From an optimization exercise on the open Yosys and OpenROAD flow, aimed at small area; shortcuts taken in it are not production practice.
Where RTL was checked, it was by simulation tests only, not by an equivalence proof against the original.
Power figures rest on the tool's default switching activity, not on a simulated workload.

R:
==> flow/design.v (excerpt) <==
module wb_regfile #(
    parameter logic [31:0] RESET_VAL = 32'h0000_0000,
    parameter bit          BYPASS_EN = 1'b1
) (
    input  logic        clk,
    input  logic        reset,
    input  logic [31:0] IR_W,
    input  logic [31:0] PC_W,
    input  logic [31:0] PC8_W,
    input  logic [31:0] AO_W,
    input  logic [31:0] MDO_W,
    input  logic [31:0] DR_W,
    input  logic [4:0]  A1,
    input  logic [4:0]  A2,
    output logic [31:0] RD1,
    output logic [31:0] RD2,
    output logic        WE_W,
    output logic [4:0]  WA_W,
    output logic [31:0] WD_W
);
For scale: about 4000 cells after synthesis, about 310 I/O pins.
clock: 6.5 ns
lec_check: 0
cap_margin: 20
core_margin: 2
core_utilization: 40
slew_margin: 20
synth_hierarchical: 1
synth_minimum_keep_size: 0
run.sh (not shown) runs the stock make flow with config.mk's settings and CLKGATE_MAP_FILE= SYNTH_SCRIPT=/design/flow/synth_recipe.tcl, a recipe that flattens the netlist after the stock synthesis.
R: all stages done; final checks FAILED (setup timing).
Setup changes, R to T
==> flow/flow/run.sh (new file) <==
#!/bin/bash
# Standard ORFS layout, except that the port buffers are plain buffers instead of the
# delay cells buffer_ports picks by default. Each step's full log stays in orfs/logs/.
set -euo pipefail
bash standard.sh "BUFFER_PORTS_ARGS=-buffer_cell sky130_fd_sc_hd__buf_1" finish > make_finish.log 2>&1
==> flow/standard.sh (new file) <==
#!/bin/bash
# synth_recipe.tcl (not shown) runs the flow's synth.tcl, then flattens the netlist and writes it again
# the make line also repeats each setting of config.mk as NAME=value (left out here)
make -C /OpenROAD-flow-scripts/flow DESIGN_CONFIG=/design/flow/config.mk WORK_HOME=/design/flow/orfs CLKGATE_MAP_FILE= SYNTH_SCRIPT=/design/flow/synth_recipe.tcl "${@:-finish}"
removed: flow/run.sh
Findings:
- Every stage of R finished as expected; the final checks, on the other hand, flagged setup timing, which means the layout fails.
- Nothing crashed in T and all stages finished; the problem is that the final layout failed, the offending checks being setup timing.
- In T, the number of gates resized after cts came out 112 below the value in R.
- Total routing resource utilization after global routing was higher in R than in T.
- Row fraction of final layout cells with drive strength greater than 1: T lower / R higher
- T: sequential share of layout area higher than R
- Final area was higher in the run labelled R.
- Post-synthesis to final-layout area growth, T and R, higher one = R.
- [compare] base=R new=T: highest achievable clock rate rose by about 3.3%; sum of routed wire length over all layers fell by 15000 um.
- Side by side, number of clock buffer instances in the layout turned out higher in T than in R.
- T: maximum number of pins on one net before global-route repair is about 18% lower than what R reported.
- Taking R as 1.0, T lands at 0.935 on global-route wire length before repair.
Function was not checked in any run of this note: the RTL went through the layout flow alone.

========
wb_regfile, a different RTL version from the one above (not shown whole).
Size: roughly 0.043 mm2 of cells after synthesis.
export LEC_CHECK = 0
export CAP_MARGIN = 20
export CORE_MARGIN = 2
export CORE_UTILIZATION = 55
export SETUP_SLACK_MARGIN = 0.4
export SLEW_MARGIN = 20
export SYNTH_HIERARCHICAL = 1
export SYNTH_MINIMUM_KEEP_SIZE = 0
create_clock -name core_clock -period 6.5 [get_ports {clk}]
standard.sh (not shown) runs the stock make flow with config.mk's settings and CLKGATE_MAP_FILE= SYNTH_SCRIPT=/design/flow/synth_recipe.tcl, a recipe that flattens the netlist after the stock synthesis.
==> flow/flow/run.sh <==
#!/bin/bash
# Standard ORFS layout with plain port buffers (not delay cells) and a clock tree of
# smaller buffers without dummy loads. Each step's full log stays in orfs/logs/.
set -euo pipefail
bash standard.sh \
  "BUFFER_PORTS_ARGS=-buffer_cell sky130_fd_sc_hd__buf_1" \
  "CTS_ARGS=-sink_clustering_enable -repair_clock_nets -dont_use_dummy_load -buf_list sky130_fd_sc_hd__clkbuf_16 -sink_clustering_size 24 -sink_clustering_max_diameter 100" \
  finish > make_finish.log 2>&1
The first run ran to the end with no violations.
==> next run, changes <==
CORE_UTILIZATION = 40   (was 55)
SETUP_SLACK_MARGIN = 0.2   (was 0.4)
After rerunning:
- The changed run passed the timing, DRC and antenna checks
- design area is higher by about 1.7%
- total power rises by 0.95%
- core utilization goes down by 15 points
==> next run, changes <==
CORE_UTILIZATION = 62   (was 40)
SETUP_SLACK_MARGIN = 0.4   (was 0.2)
Utilization grows by 22 points; synthesized area is unchanged; design area went down by 2.8%; hold slack improves by 0.0082 ns; clock power falls by about 2%; power fell by 1.5%; clock skew shrinks by 0.015 ns.

-- re-timing with driven ports --
The flow's constraints put no driver on any port. The routed layouts listed below were extracted and timed again, unchanged, in two steps.
Step 1 (the two cells are an assumption about what drives the block):
set clk [get_ports {clk}]
set_driving_cell -lib_cell sky130_fd_sc_hd__clkbuf_16 $clk
set_driving_cell -lib_cell sky130_fd_sc_hd__buf_2 [delete_from_list [all_inputs] $clk]
Step 2 adds t to the input delays and takes it off the output delays; t is the mean of the earliest and latest rising clock arrival at the registers after step 1. Input paths then give back, and output paths get back, about the clock's delay inside the block.
Three values: no drivers, after step 1, after step 2; two values: the first two.
run	t, ns	setup WS [ns]	clock arrival spread, ns	slew at the worst register clock pin (ns)	cell pins on the clock port's net
R	0.772	-0.221 / -0.254 / -0.254	0.047 / 0.047	0.07 / 0.07	1
T	0.760	-0.007 / -0.031 / -0.031	0.045 / 0.045	0.07 / 0.07	1
the first run of note 2	0.711	0.288 / 0.260 / 0.260	0.094 / 0.094	0.11 / 0.11	1
the second run of note 2	0.718	0.269 / 0.184 / 0.184	0.072 / 0.071	0.10 / 0.10	1
the third run of note 2	0.710	0.205 / 0.174 / 0.174	0.067 / 0.067	0.10 / 0.10	1
The setup slack of the second run of note 2, which loses most, moves by -0.085 ns with the drivers and by -0.085 ns with both steps.
